Source: an optimization exercise on an open RTL-to-GDS flow (aim: small area, a short achievable clock period and few clock cycles per item). Production flows keep margins and buffers that such runs may drop. In this exercise RTL edits were held to simulation tests only and were not proved equivalent to the original.

==> flow/design.v (outline; a module is shown in full before it is edited, if it fits) <==
// module mm_pe_mac: 1116 lines
// module mm_pe_col: 152 lines
// module mm_pe_sel: 3 lines
// module mm_pe_inv: 3 lines
// module mm_pe_and: 3 lines
// module mm_pe_xor: 3 lines
// module mm_pe_xnor: 3 lines
// module mm_pe_fa: 4 lines
// module mm_pe_fa1: 4 lines
// module mm_pe_ha: 4 lines
// module mm_pe_ha1: 4 lines
// module mm_pe_booth_rec: 17 lines
// module mm_pe_stream: 238 lines
module mm_pe_stream
#(
  parameter int W         = mm_pe_stream_pkg::PE_W,
  parameter int MAX_WORDS = mm_pe_stream_pkg::PE_MAX_WORDS,
  parameter int CNT_W     = mm_pe_stream_pkg::PE_CNT_W
) (
  input  logic             clk,
  input  logic             rstn,
  input  logic             start,
  input  logic [CNT_W-1:0] n_words,
  input  logic [W-1:0]     x_j,
  input  logic [W-1:0]     m_prime,
  input  logic [W-1:0]     s_hi,
  input  logic             in_valid,
  output logic             in_ready,
  input  logic [W-1:0]     y_i,
  input  logic [W-1:0]     m_i,
  input  logic [W-1:0]     s_i,
  output logic             out_valid,
  input  logic             out_ready,
  output logic [W-1:0]     out_word,
  output logic [W-1:0]     out_top,
  output logic             busy,
  output logic             done,
  output logic             err
);
  // ...
==> flow/flow/run.sh <==
#!/bin/bash
# Layout flow: the standard flow, with the port buffers made from plain
# buffers (sky130_fd_sc_hd__buf_2) instead of the cell buffer_ports picks by itself.
set -e
cp standard.sh standard_sh.txt
cp config.mk config_in.txt
echo 'export BUFFER_PORTS_ARGS = -buffer_cell sky130_fd_sc_hd__buf_2' >> config.mk
bash standard.sh > standard.log 2>&1
==> flow/standard.sh <==
#!/bin/bash
# synth_recipe.tcl (not shown) runs the flow's synth.tcl, then flattens the netlist and writes it again
# the make line also repeats each setting of config.mk as NAME=value (left out here)
make -C /OpenROAD-flow-scripts/flow DESIGN_CONFIG=/design/flow/config.mk WORK_HOME=/design/flow/orfs CLKGATE_MAP_FILE= SYNTH_SCRIPT=/design/flow/synth_recipe.tcl "${@:-finish}"
==> flow/config.mk <==
export PLATFORM = sky130hd
export DESIGN_NAME = mm_pe_stream
export DESIGN_NICKNAME = mm_pe_stream
export VERILOG_FILES = /design/flow/design.v
export SDC_FILE = /design/flow/constraint.sdc
export NUM_CORES = 4
export LEC_CHECK = 0
export CAP_MARGIN = 20
export CORE_MARGIN = 2
export CORE_UTILIZATION = 70
export CTS_BUF_LIST = sky130_fd_sc_hd__clkbuf_16
export CTS_CLUSTER_DIAMETER = 80
export CTS_CLUSTER_SIZE = 24
export SLEW_MARGIN = 45
export SYNTH_HIERARCHICAL = 1
export SYNTH_MINIMUM_KEEP_SIZE = 0
export BUFFER_PORTS_ARGS = -buffer_cell sky130_fd_sc_hd__buf_2
==> flow/constraint.sdc <==
create_clock -name core_clock -period 12.5 [get_ports {clk}]
set_input_delay 2.5000 -clock core_clock [delete_from_list [all_inputs] [get_ports {clk}]]
set_output_delay 2.5000 -clock core_clock [all_outputs]
set_load 0.01 [all_outputs]
==> results.yml, run 1 <==
logic_synthesis:
  yosys.area.top_type: "fa_1"
  synth_top_flop_cell: "dfxtp_1"
  synth_top_family_by_area: "adder cells"
  synth_top_cell_area_share: 0.2354
  syn_area_mm2: 0.02611
final_layout:
  nNonClkBuffers: 169
  seq_area_mm2: 0.008227
  final-clk-cell-share: 0.02513
timing:
  maxSlewViolCount: 0
  fmax_ghz: 0.2498
  worst_pin_slew_ns: 0.8787
worst_setup_path:
  r2r_end: "r_q[12]"
  startpoint: "r_rows[35]"
  crit_top_cell: "fa_1"
  rrSetupSlack_ns: 8.50
  critPathLaunchType: "register"
  setup.worst_path.end_class: "register"
cts:
  cts_resized: 0
floorplanning:
  taps: 468
status:
  status: "finished clean"
global_routing:
  grt_usage: 0.3537
min_path:
  whs_path_depth: 0
  hp-class: "reg2reg"
Testbench counts, summed over its fixed seeds: cycles 13,915, words 13,043.
==> run 2, diff against run 1 <==
--- a/flow/config.mk
+++ b/flow/config.mk
@@ -10,6 +10,4 @@
 export CORE_UTILIZATION = 70
-export CTS_BUF_LIST = sky130_fd_sc_hd__clkbuf_16
-export CTS_CLUSTER_DIAMETER = 80
-export CTS_CLUSTER_SIZE = 24
-export SLEW_MARGIN = 45
+export CTS_BUF_LIST = sky130_fd_sc_hd__clkbuf_4 sky130_fd_sc_hd__clkbuf_8
+export SLEW_MARGIN = 60
 export SYNTH_HIERARCHICAL = 1
==> run 2 against run 1 <==
Maximum frequency is 0.78% lower. Highest routed layer unchanged. Synthesized area unchanged. Final cell count grew 3.2%.
==> results.yml, run 2 <==
route:
  wire_per_inst_um: 24.37
  dr.pass1.iters: 8
  vias_per_cell: 6.351
  num_vias: 17860
  ant_nets: 0
  routed_wl_um: 68520
  drc: 0
  drt_iter0_drc: 1572
final_layout:
  antenna_cells: 0
  layout_common_cells: "fa_1, xor2_1, a22o_1, nand2_1, dfxtp_1"
  final_common_cell: "fa_1"
  drive_gt1_frac: 0.1600
  nets: 2816
  areaGrowthSynthToFinish_pct: 5.918
  nFillCells: 2461
  largest-register: "r_rows"
  largest_reg_flops: 102
  layout_top_registers: "r_rows: 102 flops, r_qb: 48 flops"
logic_synthesis:
  synth_mux_area_frac: 0.009824
  synth_fa_ha_area_frac: 0.2828
  ys_warn_count: 7
  async_flop_share: 0.08012
  synth_commonest_cells: "fa_1, xor2_1, a22o_1"
  synth_edf_count: 133
  synth_top_family_by_area: "adder cells"
  yosys.area.top_type: "fa_1"
  synth_top_flop_cell: "dfxtp_1"
  synth_compound_area_frac: 0.1353
  syn_area_mm2: 0.02611
  synthDistinctLibCells: 70
  synth_top_cell_area_share: 0.2354
  synth_cells: 2268
  ys_seq_elements: 337
  synth-simple-area-share: 0.08084
  synth.area.top_cells: "fa_1, edfxtp_1, dfxtp_1"
  ys_seq_area_frac: 0.3145
  synth_xor_area_frac: 0.1036
  avgSynthCellArea_um2: 11.51
  yosysMostFrequentCell: "fa_1"
global_routing:
  antenna_found_initial: 1
  grt_pass1_vias: 18070
  grt_usage: 0.3622
  grt_max_degree: 51
  grt_pass1_wl_um: 105800
  grt_overflow: 0
worst_setup_path:
  path_delay_family: "compound AO/OA/AOI/OAI gates"
  setup.worst_path.end_class: "register"
  critPathRequiredTime_ns: 12.83
  cp_slowest_cell: "fa_1"
  critPathLaunchType: "register"
  slowest_delay_ns: 0.52
  critPathMaxFanout: 3
  crit_arrival_ns: 4.36
  path_class: "reg2reg"
  crit_top_cell: "fa_1"
  rrSetupSlack_ns: 8.47
  worst-path-buf-inv: 1
  path_cells: "fa_1, fa_1, inv_1, fa_1, nand2b_1, a21o_1, a31oi_1, a41oi_1, o21ba_2, xor2_1, o21ai_0"
cts:
  post_cts.repair.setup_buffers: 0
  hold_buffers: 0
  cts-root-buf: "clkbuf_8"
  htreeDepth: 2
  clkTransAtPathRegs_ns: 0.07
  numClockSinks: 337
  clock_latency_ns: 0.64
  cts_resized: 0
  clk_path_buf_depth: 3
  cts_tree: "yes"
  cts_buffers: 53
flow_run:
  maxCapViolCount: 0
timing:
  fin_setup_tns_ns: 0
  slew_headroom: 0.6024
  layout_min_cycle_time_ns: 4.034
  fmax_ghz: 0.2479
  hold_viol: 0
  min_period_over_period: 0.3227
  fin_skew_ns: 0.02472
  worst_pin_slew_ns: 0.5937
  setup-violations-final: 0
  rsz0062_at_grt: "false"
  setup_slack_ns: 8.466
  maxSlewViolCount: 0
floorplanning:
  ios: 147
  die_w_um: 197.1
  die_h_um: 197.1
  start_util: 0.7115
  core_region_area_mm2: 0.03670
  dieArea_mm2: 0.03886
  core.rowCount: 70
place:
  gp_congestion: 0.9666
  placement.io_buffers: 132
  dpl.hpwl_um: 51050
  pre_cts_ws_ns: 7.997
min_path:
  hp-class: "reg2reg"
status:
  status: "finished clean"
## run 2: cell count changes in the layout (fill, tap and decap cells not counted), sizes merged
cell	delta
buf	+25
bufinv	+4
clkbuf	+67
clkinv	+1
clkinvlp	+1
inv	-12
## run 2: final timing paths
kind                       startpoint       to  cells past startpoint
setup / recovery           r_rows[35]  r_q[12]                     11
hold / removal                 r_ir_v   r_cs_v                      0
setup reg to reg           r_rows[35]  r_q[12]                     11
hold reg to reg                r_ir_v   r_cs_v                      0
max in group asynchronous        rstn  r_rp[1]                      1
min in group asynchronous        rstn  r_cr[2]                      1
## run 2: through the flow
| step | cell area [um2] | cells | util | hold WS, ns |
|---|---|---|---|---|
| 2_1_floorplan | 26160 | 2282 | - | 0.3470 |
| 3_3_place_gp | 26000 | 2677 | 0.7086 | 0.3569 |
| 3_5_place_dp | 26390 | 2713 | 0.7192 | 0.3635 |
| 4_1_cts | 27610 | 2812 | 0.7525 | 0.3772 |
| 5_1_grt | 27660 | 2812 | 0.7536 | 0.3867 |
| 6_report | 27660 | 2812 | 0.7536 | 0.3807 |
## run 2: kinds of logic after synthesis
logic type      count (synthesis)
compound gates                469
simple gates                  417
fa+ha+maj                     406
flops                         337
xor+xnor                      308
buf+inv                       303
mux                            25
other cells                     3
## run 2: Yosys stat by module, one instance, submodules excluded
| module | flip-flops and latches | area [um2] |
|---|---|---|
| mm_pe_stream | 337 | 12500 |
| mm_pe_mac | 0 | 773.2 |
| mm_pe_col | 0 | 510.5 |
| mm_pe_booth_rec | 0 | 292.8 |
| mm_pe_fa1 | 0 | 27.53 |
| mm_pe_fa | 0 | 20.02 |
| mm_pe_ha | 0 | 12.51 |
| mm_pe_ha1 | 0 | 11.26 |
| mm_pe_sel | 0 | 8.758 |
| mm_pe_xor | 0 | 8.758 |
| mm_pe_and | 0 | 6.256 |
| mm_pe_inv | 0 | 3.754 |
## run 2: worst reg2reg max path, delay by kind of cell, from the launching register on
family | cells | cell delay [ns]
AOI/OAI and AO/OA | 5 | 1.42
xor gates and xnor gates | 1 | 0.27
adders and majority gates | 3 | 1.39
buffers and inverters | 1 | 0.06
DFF | 1 | 0.38
and+or+nand+nor | 1 | 0.20
## run 2: layout make-up
| cell class | instances | area (um2) | area share |
|---|---|---|---|
| Clock inverter | 11 | 171.4 | 0.006198 |
| Clock buffer | 88 | 1049 | 0.03791 |
| Timing Repair Buffer | 194 | 1151 | 0.04162 |
| Inverter | 72 | 270.3 | 0.009772 |
| Sequential cell | 337 | 8284 | 0.2996 |
| Tap cell | 468 | 585.6 | 0.02117 |
| Multi-Input combinational cell | 1642 | 16140 | 0.5838 |
## run 2: per-layer routing
metal,GRT usage,share of wire,vias to the layer above
li1,-,-,7752
met1,0.5222,0.42,8921
met2,0.5461,0.44,1044
met3,0.1030,0.12,140
met4,0.09134,0.022,2
met5,0.006386,0.00019,-
==> run 3, diff against run 2 <==
==> flow/flow/run.sh (replaced) <==
#!/bin/bash
# Layout flow: the standard flow, with the port buffers made from plain
# buffers (sky130_fd_sc_hd__buf_1) instead of the cell buffer_ports picks by itself.
set -e
cp standard.sh standard_sh.txt
cp config.mk config_in.txt
echo 'export BUFFER_PORTS_ARGS = -buffer_cell sky130_fd_sc_hd__buf_1' >> config.mk
bash standard.sh > standard.log 2>&1
--- a/flow/config.mk
+++ b/flow/config.mk
@@ -10,3 +10,5 @@
 export CORE_UTILIZATION = 70
-export CTS_BUF_LIST = sky130_fd_sc_hd__clkbuf_4 sky130_fd_sc_hd__clkbuf_8
+export CTS_BUF_LIST = sky130_fd_sc_hd__clkbuf_16
+export CTS_CLUSTER_DIAMETER = 80
+export CTS_CLUSTER_SIZE = 24
 export SLEW_MARGIN = 60
@@ -14,2 +16,2 @@
 export SYNTH_MINIMUM_KEEP_SIZE = 0
-export BUFFER_PORTS_ARGS = -buffer_cell sky130_fd_sc_hd__buf_2
+export BUFFER_PORTS_ARGS = -buffer_cell sky130_fd_sc_hd__buf_1
==> run 3 against run 2 <==
First-iteration DRC count up 5.9%. Sequential cell count unchanged. Clock skew up 0.0043 ns. Still clean. Final area down 2.2%. Hold slack better by 0.022 ns. Setup slack better by 0.035 ns. Maximum frequency up 0.88%. Clock-buffer cell count down 65. Global-route usage down 0.54 points. Highest routed layer is now met4.
==> results.yml, run 3 <==
status:
  status: "finished clean"
timing:
  fin_skew_ns: 0.02902
  fmax_ghz: 0.2501
  min_period_over_period: 0.3199
  hold_viol: 0
  maxSlewViolCount: 0
  slew_headroom: 0.6143
  fin_setup_tns_ns: 0
  setup-violations-final: 0
  layout_min_cycle_time_ns: 3.999
  rsz0062_at_grt: "false"
  worst_pin_slew_ns: 0.5745
floorplanning:
  dieArea_mm2: 0.03886
  core_region_area_mm2: 0.03670
  die_h_um: 197.1
  start_util: 0.7115
  core.rowCount: 70
  ios: 147
  die_w_um: 197.1
final_layout:
  areaGrowthSynthToFinish_pct: 3.618
  layout_common_cells: "fa_1, xor2_1, a22o_1, nand2_1, dfxtp_1"
  layout_top_registers: "r_rows: 102 flops, r_qb: 48 flops"
  largest_reg_flops: 102
  largest-register: "r_rows"
  nets: 2793
  final_common_cell: "fa_1"
  antenna_cells: 0
  drive_gt1_frac: 0.07981
global_routing:
  antenna_found_initial: 0
  grt_usage: 0.3568
  grt_pass1_wl_um: 104700
  grt_pass1_vias: 17820
  grt_overflow: 0
  grt_max_degree: 51
worst_setup_path:
  path_delay_family: "compound AO/OA/AOI/OAI gates"
  critPathRequiredTime_ns: 12.82
  critPathLaunchType: "register"
  crit_top_cell: "fa_1"
  crit_arrival_ns: 4.31
  worst-path-buf-inv: 1
  slowest_delay_ns: 0.52
  path_class: "reg2reg"
  critPathMaxFanout: 3
  cp_slowest_cell: "fa_1"
  path_cells: "fa_1, fa_1, inv_1, fa_1, nand2b_1, a21o_1, a31oi_1, a41oi_1, o21ba_2, xor2_1, o21ai_0"
  setup.worst_path.end_class: "register"
logic_synthesis:
  avgSynthCellArea_um2: 11.51
  async_flop_share: 0.08012
  synth_edf_count: 133
  ys_warn_count: 7
  synthDistinctLibCells: 70
  ys_seq_area_frac: 0.3145
  synth_commonest_cells: "fa_1, xor2_1, a22o_1"
  synth_top_cell_area_share: 0.2354
  yosysMostFrequentCell: "fa_1"
  synth.area.top_cells: "fa_1, edfxtp_1, dfxtp_1"
  ys_seq_elements: 337
  syn_area_mm2: 0.02611
  yosys.area.top_type: "fa_1"
  synth_cells: 2268
  synth_top_flop_cell: "dfxtp_1"
route:
  drc: 0
  vias_per_cell: 6.431
  wire_per_inst_um: 24.72
  num_vias: 17760
  drt_iter0_drc: 1664
  ant_nets: 0
  routed_wl_um: 68240
  dr.pass1.iters: 5
place:
  placement.io_buffers: 132
  dpl.hpwl_um: 51270
  gp_congestion: 0.9456
cts:
  cts_resized: 0
  htreeDepth: 1
  cts_tree: "yes"
  clock_latency_ns: 0.58
  cts-root-buf: "clkbuf_16"
  cts_buffers: 22
  clk_path_buf_depth: 3
  post_cts.repair.setup_buffers: 0
  hold_buffers: 0
  clkTransAtPathRegs_ns: 0.09
  numClockSinks: 337
flow_run:
  maxCapViolCount: 0
min_path:
  hp-class: "reg2reg"
run 3: worst paths after layout:
check	to	slack [ns]	from	cells past startpoint
max	r_q[12]	8.50	r_rows[1]	11
min	r_cs_v	0.40	r_ir_v	0
max reg2reg	r_q[12]	8.50	r_rows[1]	11
min reg2reg	r_cs_v	0.40	r_ir_v	0
max in group asynchronous	r_rp[1]	10.27	rstn	2
min in group asynchronous	r_cr[1]	1.92	rstn	2
run 3: logic make-up after synthesis:
kind of cell               synth area share
xor gates and xnor gates             0.1036
adders and majority gates            0.2828
and+or+nand+nor                     0.08084
other                             0.0004313
AOI/OAI and AO/OA                    0.1353
DFF                                  0.3145
muxes                              0.009823
buffers and inverters               0.07265
run 3: worst reg2reg max path: stages, from the launching register on:
cell	delay, ns
dfxtp_1	0.33
fa_1	0.50
fa_1	0.52
inv_1	0.06
fa_1	0.43
nand2b_1	0.18
a21o_1	0.21
a31oi_1	0.39
a41oi_1	0.26
o21ba_2	0.26
xor2_1	0.17
o21ai_0	0.45
run 3: metrics by stage:
stage	utilization	worst slack [ns]	hold slack, ns	instance area [um2]	cells
after detailed placement	0.7159	8.074	0.3780	26270	2720
after CTS	0.7361	8.611	0.4039	27010	2760
after global placement	0.7049	8.126	0.3690	25870	2681
after floorplan	-	8.452	0.3470	26160	2282
final	0.7372	8.501	0.4026	27050	2761
after global routing	0.7372	8.451	0.4201	27050	2761
run 3: cell type report:
cell class | count | area (um2)
Multi-Input combinational cell | 1642 | 16140
Timing Repair Buffer | 202 | 1040
Fill cell | 2577 | 9643
Clock buffer | 23 | 575.6
Tap cell | 468 | 585.6
Inverter | 72 | 270.3
Sequential cell | 337 | 8279
Clock inverter | 17 | 167.7
run 3: per-module statistics from Yosys (local to each module, per instance):
module / cell area, um2 / flip-flops and latches / times used / cells inside
mm_pe_inv: 3.754 / 0 / 16 / 1
mm_pe_fa1: 27.53 / 0 / 6 / 5
mm_pe_mac: 773.2 / 0 / 1 / 104
mm_pe_fa: 20.02 / 0 / 305 / 1
mm_pe_and: 6.256 / 0 / 64 / 1
mm_pe_xor: 8.758 / 0 / 272 / 1
mm_pe_ha1: 11.26 / 0 / 2 / 2
mm_pe_booth_rec: 292.8 / 0 / 2 / 39
mm_pe_col: 510.5 / 0 / 1 / 68
mm_pe_ha: 12.51 / 0 / 40 / 1
mm_pe_sel: 8.758 / 0 / 240 / 1
mm_pe_stream: 12500 / 337 / 1 / 1047
run 3: routing by layer:
layer / part of all wire / GRT usage / wire length (um) / up-vias
met5: 0 / 0 / 0 / -
met4: 0.021 / 0.07574 / 1434 / 0
met3: 0.11 / 0.07256 / 7803 / 133
met2: 0.44 / 0.5503 / 30320 / 1026
met1: 0.42 / 0.5294 / 28680 / 8924
li1: - / - / - / 7672
==> run 4, diff against run 3 <==
--- a/flow/config.mk
+++ b/flow/config.mk
@@ -13,3 +13,3 @@
 export CTS_CLUSTER_SIZE = 24
-export SLEW_MARGIN = 60
+export SLEW_MARGIN = 30
 export SYNTH_HIERARCHICAL = 1
==> run 4 against run 3 <==
Non-clock buffer count shrank 40. Via count fell by 1.1%. Die area stayed put. Utilization fell by 1.1 points. Hold slack better by 0.031 ns. Final area down 1.5%. Final cell count decreased by 1.4%. Clock skew down 0.0055 ns. Maximum frequency decreased by 1.1%. Critical path type unchanged.
==> results.yml, run 4 <==
logic_synthesis:
  ys_seq_elements: 337
  synth_top_flop_cell: "dfxtp_1"
  synth_top_cell_area_share: 0.2354
  synth_cells: 2268
  synth_edf_count: 133
  synth.area.top_cells: "fa_1, edfxtp_1, dfxtp_1"
  ys_seq_area_frac: 0.3145
  async_flop_share: 0.08012
  avgSynthCellArea_um2: 11.51
  synthDistinctLibCells: 70
  synth_commonest_cells: "fa_1, xor2_1, a22o_1"
  ys_warn_count: 7
  yosys.area.top_type: "fa_1"
  yosysMostFrequentCell: "fa_1"
  syn_area_mm2: 0.02611
final_layout:
  final_common_cell: "fa_1"
  largest_reg_flops: 102
  nets: 2753
  drive_gt1_frac: 0.04705
  largest-register: "r_rows"
  layout_common_cells: "fa_1, xor2_1, a22o_1, dfxtp_1, nand2_1"
  antenna_cells: 0
  areaGrowthSynthToFinish_pct: 2.070
  layout_top_registers: "r_rows: 102 flops, r_qb: 48 flops"
  fin_util: 0.7262
timing:
  setup-violations-final: 0
  layout_min_cycle_time_ns: 4.043
  rsz0062_at_grt: "false"
  slew_headroom: 0.3004
  fin_skew_ns: 0.02351
  maxSlewViolCount: 0
  fmax_ghz: 0.2473
  worst_pin_slew_ns: 1.049
  holdWs_ns: 0.4334
  fin_setup_tns_ns: 0
  hold_viol: 0
  setup_slack_ns: 8.457
  min_period_over_period: 0.3234
worst_setup_path:
  critPathLaunchType: "register"
  critPathRequiredTime_ns: 12.94
  critPathMaxFanout: 18
  r2r-start: "r_q[13]"
  r2r_end: "r_rows[53]"
  rrSetupSlack_ns: 8.46
  crit_arrival_ns: 4.48
  reg2reg_depth: 7
  setup.worst_path.end_class: "register"
  path_class: "reg2reg"
min_path:
  worstHoldEndpoint: "r_cs_v"
  hp-class: "reg2reg"
  min-delay-start: "r_ir_v"
  whs_path_depth: 0
cts:
  clk_path_buf_depth: 3
  post_cts.repair.setup_buffers: 0
  hold_buffers: 0
  clkTransAtPathRegs_ns: 0.09
  cts_tree: "yes"
  numClockSinks: 337
  htreeDepth: 1
  cts_resized: 0
  cts-root-buf: "clkbuf_16"
  clock_latency_ns: 0.57
  cts_buffers: 22
route:
  vias_per_cell: 6.453
  drc: 0
  drt_iter0_drc: 1774
  wire_per_inst_um: 24.88
  num_vias: 17560
  routed_wl_um: 67690
  dr.pass1.iters: 7
  ant_nets: 0
status:
  status: "finished clean"
global_routing:
  grt_pass1_vias: 17570
  grt_max_degree: 51
  grt_pass1_wl_um: 104300
  antenna_found_initial: 0
  grt_overflow: 0
  grt_usage: 0.3554
place:
  placement.io_buffers: 132
  dpl.hpwl_um: 49840
  gp_congestion: 0.9456
  pre_cts_ws_ns: 8.107
floorplanning:
  core_region_area_mm2: 0.03670
  dieArea_mm2: 0.03886
  die_h_um: 197.1
  core.rowCount: 70
  start_util: 0.7115
  ios: 147
  die_w_um: 197.1
flow_run:
  maxCapViolCount: 0
==> run 4: cells by family (layout without fill, tap and decap cells) <==
logic type	Yosys count	count (layout)	synth area share
xor gates and xnor gates	308	308	0.1036
and+or+nand+nor	417	417	0.08084
DFF	337	337	0.3145
adders and majority gates	406	406	0.2828
buffers and inverters	303	274	0.07265
other	3	17	0.0004313
muxes	25	25	0.009823
AOI/OAI and AO/OA	469	469	0.1353
==> run 4: Yosys stat by module, one instance, submodules excluded, a selection <==
module,cells inside,cell area (um2),flip-flops and latches
mm_pe_stream,1047,12500,337
mm_pe_inv,1,3.754,0
mm_pe_sel,1,8.758,0
mm_pe_and,1,6.256,0
mm_pe_ha,1,12.51,0
mm_pe_fa1,5,27.53,0
mm_pe_col,68,510.5,0
mm_pe_booth_rec,39,292.8,0
mm_pe_xor,1,8.758,0
mm_pe_ha1,2,11.26,0
mm_pe_mac,104,773.2,0
==> run 4: final cells by class <==
cell class | count | area (um2)
multi-input combinational | 1642 | 16090
fill | 2667 | 10050
sequential | 337 | 8223
timing repair buffer | 162 | 720.7
tap | 468 | 585.6
clock buffer | 22 | 550.5
inverter | 72 | 270.3
clock inverter | 18 | 207.7
==> run 4: routing by layer <==
| layer | routed length [um] | vias to the layer above | GRT usage |
|---|---|---|---|
| met1 | 28400 | 8864 | 0.5330 |
| met5 | 0 | - | 0 |
| met4 | 1671 | 0 | 0.08410 |
| li1 | - | 7587 | - |
| met2 | 29810 | 989 | 0.5378 |
| met3 | 7816 | 119 | 0.07222 |
==> run 4: worst max-delay path by stage <==
stage,slack (ns),end,from,cells after the start
6_report,8.46,r_rows[53],r_q[13],7
5_1_grt,8.40,r_rows[53],r_q[13],7
4_1_cts,8.56,r_q[12],r_rows[1],11
3_5_place_dp,8.11,r_ph[0],n_words[4],8
3_3_place_gp,8.13,r_ph[0],n_words[4],8
2_1_floorplan,8.45,r_ph[0],n_words[4],7
==> run 4: critical path: stages, from the launching register on <==
cell      delay, ns
edfxtp_1       0.99
a22o_1         0.29
xor2_1         0.10
fa_1           0.54
fa_1           0.58
fa_1           0.44
fa_1           0.49
fa_1           0.46
==> run 4: through the flow <==
stage               area [um2]  std cells
global route             26650       2721
detailed placement       25880       2681
floorplan                26160       2282
CTS                      26640       2721
finish                   26650       2721
global placement         25870       2681
==> run 5, diff against run 4 <==
--- a/flow/config.mk
+++ b/flow/config.mk
@@ -9,6 +9,6 @@
 export CORE_MARGIN = 2
-export CORE_UTILIZATION = 70
+export CORE_UTILIZATION = 85
 export CTS_BUF_LIST = sky130_fd_sc_hd__clkbuf_16
-export CTS_CLUSTER_DIAMETER = 80
-export CTS_CLUSTER_SIZE = 24
+export CTS_CLUSTER_DIAMETER = 100
+export CTS_CLUSTER_SIZE = 30
 export SLEW_MARGIN = 30
==> run 5 against run 4 <==
Still clean on timing, DRC and antenna. First-iteration DRC count grew 64%. Clock-buffer cell count fell by 5. Critical path type unchanged. Via count rose by 8.8%. Sequential share of layout area up 0.46 points. Synthesized area unchanged. Highest routed layer is now met5. Hold slack worse by 0.035 ns. Setup slack lost 0.046 ns.
==> results.yml, run 5 <==
logic_synthesis:
  ys_seq_area_frac: 0.3145
  synth_edf_count: 133
  synthDistinctLibCells: 70
  avgSynthCellArea_um2: 11.51
  yosysMostFrequentCell: "fa_1"
  synth_cells: 2268
  synth_commonest_cells: "fa_1, xor2_1, a22o_1"
  async_flop_share: 0.08012
  yosys.area.top_type: "fa_1"
  synth_top_flop_cell: "dfxtp_1"
  syn_area_mm2: 0.02611
  synth_top_cell_area_share: 0.2354
  ys_seq_elements: 337
  ys_warn_count: 7
  synth.area.top_cells: "fa_1, edfxtp_1, dfxtp_1"
cts:
  cts_resized: 0
  htreeDepth: 1
  cts-root-buf: "clkbuf_16"
  hold_buffers: 0
  post_cts.repair.setup_buffers: 0
  cts_tree: "yes"
  clock_latency_ns: 0.54
  clk_path_buf_depth: 3
  numClockSinks: 337
  clkTransAtPathRegs_ns: 0.12
  cts_buffers: 16
global_routing:
  antenna_found_initial: 3
  grt_pass1_vias: 19100
  grt_max_degree: 51
  grt_pass1_wl_um: 111500
  grt_overflow: 0
  grt_usage: 0.4692
route:
  vias_per_cell: 7.252
  ant_nets: 0
  drt_iter0_drc: 2904
  dr.pass1.iters: 9
  num_vias: 19100
  routed_wl_um: 74110
  drc: 0
  wire_per_inst_um: 28.14
final_layout:
  layout_common_cells: "fa_1, xor2_1, a22o_1, dfxtp_1, nand2_1"
  final_common_cell: "fa_1"
  areaGrowthSynthToFinish_pct: 0.6134
  nFillCells: 1514
  largest_reg_flops: 102
  layout_top_registers: "r_rows: 102 flops, r_qb: 48 flops"
  postLayoutCellArea_mm2: 0.02627
  largest-register: "r_rows"
  drive_gt1_frac: 0.03982
  nets: 2741
worst_setup_path:
  startpoint: "r_q[9]"
  slowest_delay_ns: 1.04
  crit_arrival_ns: 4.52
  r2r-start: "r_q[9]"
  critPathMaxFanout: 18
  cp_slowest_cell: "edfxtp_1"
  path_class: "reg2reg"
  setup.worst_path.end_class: "register"
  critPathLaunchType: "register"
  crit_top_cell: "fa_1"
  path_delay_family: "adder cells"
  path_cells: "a22o_1, xor2_1, fa_1, fa_1, fa_1, fa_1, fa_1"
  worst-path-buf-inv: 0
  critPathRequiredTime_ns: 12.93
timing:
  maxSlewViolCount: 0
  fin_skew_ns: 0.02776
  fmax_ghz: 0.2446
  layout_min_cycle_time_ns: 4.089
  worst_pin_slew_ns: 1.114
  slew_headroom: 0.2577
  min_period_over_period: 0.3271
  holdWs_ns: 0.3988
  hold_viol: 0
  fin_setup_tns_ns: 0
  setup-violations-final: 0
  rsz0062_at_grt: "false"
min_path:
  hp-class: "reg2reg"
  min-delay-start: "r_ir_v"
floorplanning:
  start_util: 0.8581
  core_region_area_mm2: 0.03043
  ios: 147
  die_w_um: 179.3
  die_h_um: 179.3
  dieArea_mm2: 0.03214
  core.rowCount: 64
status:
  status: "finished clean"
flow_run:
  maxCapViolCount: 0
place:
  placement.io_buffers: 132
  placed_cell_area_mm2: 0.02575
  gp_congestion: 1.005
  dpl.hpwl_um: 51810
==> run 5: routing by layer <==
metal	share of wire	vias up	track usage
li1	-	7579	-
met5	0.0011	-	0.01923
met3	0.15	439	0.1705
met1	0.35	9264	0.6046
met4	0.055	4	0.1895
met2	0.45	1816	0.7259
==> run 5: worst reg2reg max path, stage by stage (launching register included) <==
cell      delay, ns
edfxtp_1       1.04
a22o_1         0.29
xor2_1         0.34
fa_1           0.37
fa_1           0.46
fa_1           0.50
fa_1           0.56
fa_1           0.43
==> run 5: metrics by stage <==
step | cells | utilization | worst slack [ns]
after floorplan | 2282 | - | 8.452
after global placement | 2603 | 0.8456 | 8.148
after detailed placement | 2603 | 0.8463 | 8.119
after CTS | 2631 | 0.8630 | 8.574
after global routing | 2631 | 0.8631 | 8.293
final | 2634 | 0.8633 | 8.411
==> run 5: logic make-up after synthesis <==
kind of cell	after synthesis	share of synthesized area
fa+ha+maj	406	0.2828
simple gates	417	0.08084
flops	337	0.3145
other cells	3	0.0004313
compound gates	469	0.1353
mux	25	0.009823
xor+xnor	308	0.1036
buf+inv	303	0.07265
==> run 5: area by class of cell <==
class / instances / area [um2] / area share
Multi-Input combinational cell: 1642 / 16090 / 0.6124
Sequential cell: 337 / 8227 / 0.3132
Timing Repair Buffer: 156 / 675.6 / 0.02572
Tap cell: 396 / 495.5 / 0.01886
Clock buffer: 17 / 425.4 / 0.01619
Inverter: 72 / 270.3 / 0.01029
Clock inverter: 11 / 81.33 / 0.003096
Antenna cell: 3 / 7.507 / 0.0002858
==> run 5: modules after synthesis, one instance, submodules excluded, excerpt <==
module / flip-flops and latches / times used / cells inside / area [um2]
mm_pe_fa: 0 / 305 / 1 / 20.02
mm_pe_stream: 337 / 1 / 1047 / 12500
mm_pe_ha1: 0 / 2 / 2 / 11.26
mm_pe_xor: 0 / 272 / 1 / 8.758
mm_pe_and: 0 / 64 / 1 / 6.256
mm_pe_fa1: 0 / 6 / 5 / 27.53
mm_pe_inv: 0 / 16 / 1 / 3.754
mm_pe_ha: 0 / 40 / 1 / 12.51
mm_pe_mac: 0 / 1 / 104 / 773.2
mm_pe_booth_rec: 0 / 2 / 39 / 292.8
mm_pe_sel: 0 / 240 / 1 / 8.758
==> run 5: final timing paths <==
check                                  end  slack (ns)  depth (start not counted)
worst max-delay path            r_rows[52]        8.41                          7
worst min-delay path                r_cs_v        0.40                          0
worst max register to register  r_rows[52]        8.41                          7
worst min register to register      r_cs_v        0.40                          0
max in group asynchronous          r_rp[0]       10.24                          2
min in group asynchronous          r_first        1.95                          2
==> run 6, diff against run 5 <==
--- a/flow/config.mk
+++ b/flow/config.mk
@@ -9,3 +9,3 @@
 export CORE_MARGIN = 2
-export CORE_UTILIZATION = 85
+export CORE_UTILIZATION = 78
 export CTS_BUF_LIST = sky130_fd_sc_hd__clkbuf_16
@@ -13,3 +13,3 @@
 export CTS_CLUSTER_SIZE = 30
-export SLEW_MARGIN = 30
+export SLEW_MARGIN = 45
 export SYNTH_HIERARCHICAL = 1
==> run 6 against run 5 <==
Critical path type is now in2reg. Synthesized area is the same. Highest routed layer is now met4. Critical endpoint is now r_ph[0]. Maximum frequency grew 2.3%. Final cell count grew 2.5%.
==> results.yml, run 6 <==
status:
  status: "finished clean"
floorplanning:
  ios: 147
  start_util: 0.7845
  die_w_um: 187.0
  die_h_um: 187.0
  core.rowCount: 67
  core_region_area_mm2: 0.03328
  dieArea_mm2: 0.03495
logic_synthesis:
  synth_commonest_cells: "fa_1, xor2_1, a22o_1"
  yosysMostFrequentCell: "fa_1"
  async_flop_share: 0.08012
  synth_top_cell_area_share: 0.2354
  ys_warn_count: 7
  synthDistinctLibCells: 70
  synth_cells: 2268
  ys_seq_area_frac: 0.3145
  ys_seq_elements: 337
  synth.area.top_cells: "fa_1, edfxtp_1, dfxtp_1"
  yosys.area.top_type: "fa_1"
  syn_area_mm2: 0.02611
  synth_top_flop_cell: "dfxtp_1"
  synth_edf_count: 133
  avgSynthCellArea_um2: 11.51
timing:
  worst_pin_slew_ns: 0.8745
  min_period_over_period: 0.3198
  fmax_ghz: 0.2501
  fin_skew_ns: 0.02118
  slew_headroom: 0.4170
  layout_min_cycle_time_ns: 3.998
  rsz0062_at_grt: "false"
  fin_setup_tns_ns: 0
  maxSlewViolCount: 0
  setup-violations-final: 0
  hold_viol: 0
worst_setup_path:
  critPathLaunchType: "input pin"
  slowest_delay_ns: 0.50
  critPathMaxFanout: 3
  critPathRequiredTime_ns: 12.97
  cp_slowest_cell: "or4_1"
  path_cells: "buf_1, or4_1, nor4_1, nor2b_1, xnor2_1, o211ai_1, a211oi_1, a21o_1"
  path_class: "in2reg"
  crit_arrival_ns: 4.47
  setup.worst_path.end_class: "register"
cts:
  numClockSinks: 337
  cts-root-buf: "clkbuf_16"
  htreeDepth: 1
  clk_path_buf_depth: 3
  cts_tree: "yes"
  hold_buffers: 0
  post_cts.repair.setup_buffers: 0
  cts_resized: 0
  clkTransAtPathRegs_ns: 0.11
  cts_buffers: 16
  clock_latency_ns: 0.53
route:
  vias_per_cell: 6.595
  num_vias: 17800
  wire_per_inst_um: 24.64
  ant_nets: 0
  dr.pass1.iters: 5
  routed_wl_um: 66510
  drt_iter0_drc: 2015
  drc: 0
final_layout:
  largest_reg_flops: 102
  drive_gt1_frac: 0.04804
  layout_top_registers: "r_rows: 102 flops, r_qb: 48 flops"
  nets: 2754
  areaGrowthSynthToFinish_pct: 1.471
  largest-register: "r_rows"
  final_common_cell: "fa_1"
  layout_common_cells: "fa_1, xor2_1, a22o_1, dfxtp_1, nand2_1"
place:
  placement.io_buffers: 132
  dpl.hpwl_um: 49550
  gp_congestion: 0.9699
min_path:
  hp-class: "reg2reg"
flow_run:
  maxCapViolCount: 0
global_routing:
  grt_pass1_vias: 17920
  grt_pass1_wl_um: 103500
  grt_max_degree: 64
  grt_usage: 0.3857
  antenna_found_initial: 2
  grt_overflow: 0
-- run 6: per-stage QoR --
stage / area (um2) / cells / worst slack [ns] / utilization / hold slack, ns
floorplan: 26160 / 2282 / 8.452 / - / 0.3470
finish: 26490 / 2699 / 8.502 / 0.7961 / 0.3772
global route: 26490 / 2696 / 8.334 / 0.7959 / 0.4045
CTS: 26450 / 2693 / 8.525 / 0.7947 / 0.3881
detailed placement: 25940 / 2665 / 8.007 / 0.7795 / 0.3713
global placement: 25800 / 2656 / 8.139 / 0.7754 / 0.3601
-- run 6: modules after synthesis, one instance, submodules excluded, a selection --
module	cells inside	flip-flops and latches	copies in the design	area, um2
mm_pe_fa	1	0	305	20.02
mm_pe_ha	1	0	40	12.51
mm_pe_sel	1	0	240	8.758
mm_pe_xor	1	0	272	8.758
mm_pe_ha1	2	0	2	11.26
mm_pe_and	1	0	64	6.256
mm_pe_inv	1	0	16	3.754
mm_pe_stream	1047	337	1	12500
mm_pe_fa1	5	0	6	27.53
mm_pe_booth_rec	39	0	2	292.8
-- run 6: final timing paths --
check / from / endpoint / slack, ns / cells after the start
worst max-delay path: n_words[4] / r_ph[0] / 8.50 / 8
worst min register to register: r_ir_v / r_cs_v / 0.38 / 0
min in group asynchronous: rstn / r_err / 1.95 / 2
worst max register to register: r_q[12] / r_rows[53] / 8.54 / 7
worst min-delay path: r_ir_v / r_cs_v / 0.38 / 0
max in group asynchronous: rstn / r_rp[1] / 10.24 / 2
-- run 6: cell families after synthesis --
kind of cell             synth area share
AO/OA/AOI/OAI                      0.1353
AND/OR/NAND/NOR                   0.08084
adder cells (fa/ha/maj)            0.2828
flip-flops                         0.3145
XOR/XNOR                           0.1036
buffers and inverters             0.07265
multiplexers                     0.009823
other                           0.0004313
-- run 6: cell type report --
type                       count  area, um2
antenna                        3      7.507
clock buffer                  17      425.4
clock inverter                11      82.58
fill                        2120       6787
inverter                      72      270.3
multi-input combinational   1642      16100
sequential                   337       8228
tap                          448      560.5
timing repair buffer         169      818.3
-- run 6: worst max-delay path: cells and delay by family --
| kind | cells | cell delay (ns) |
|---|---|---|
| compound gates | 3 | 0.50 |
| xor+xnor | 1 | 0.20 |
| buf+inv | 1 | 0.08 |
| simple gates | 3 | 1.19 |
-- run 6: per-layer routing --
layer / track usage / share of wire / wire length (um) / vias to the layer above
met3: 0.09381 / 0.13 / 8520 / 158
met4: 0.09402 / 0.023 / 1546 / 0
met2: 0.5977 / 0.45 / 30040 / 1217
li1: - / - / - / 7601
met1: 0.5571 / 0.40 / 26400 / 8824
met5: 0 / 0 / 0 / -

## static timing again, ports no longer ideal
No port has a modelled driver above. Below, the same layouts with a new extraction and two added sets of constraints. Step 1, drivers: a clkbuf_16 drives clk and a buf_2 each remaining input, both assumed. Step 2 adds t to the input delays and takes it off the output delays; t is the mean of the earliest and latest rising clock arrival at the registers after step 1. Input paths then give back, and output paths get back, about the clock's delay inside the block. Three values: ideal, step 1, step 2; two values: the first two.
run	shift t [ns]	setup slack, ns	worst hold slack (ns)	worst setup path after step 2	worst register clock-pin slew, ns
run 1	0.606	8.497 / 8.497 / 7.962	0.396 / 0.396 / 0.396	input to register	0.10 / 0.10
run 2	0.679	8.466 / 8.466 / 8.096	0.381 / 0.381 / 0.381	input to register	0.07 / 0.07
run 3	0.623	8.501 / 8.501 / 8.053	0.403 / 0.403 / 0.403	input to register	0.09 / 0.09
run 4	0.617	8.457 / 8.457 / 8.080	0.433 / 0.433 / 0.433	input to register	0.10 / 0.10
run 5	0.584	8.411 / 8.411 / 8.082	0.399 / 0.399 / 0.399	input to register	0.12 / 0.12
run 6	0.583	8.502 / 8.538 / 7.959	0.377 / 0.377 / 0.377	input to register	0.11 / 0.11
After both steps every run listed still meets setup and hold. The setup slack of run 6, which loses most, moves by +0.036 ns with the drivers and by -0.543 ns with both steps.
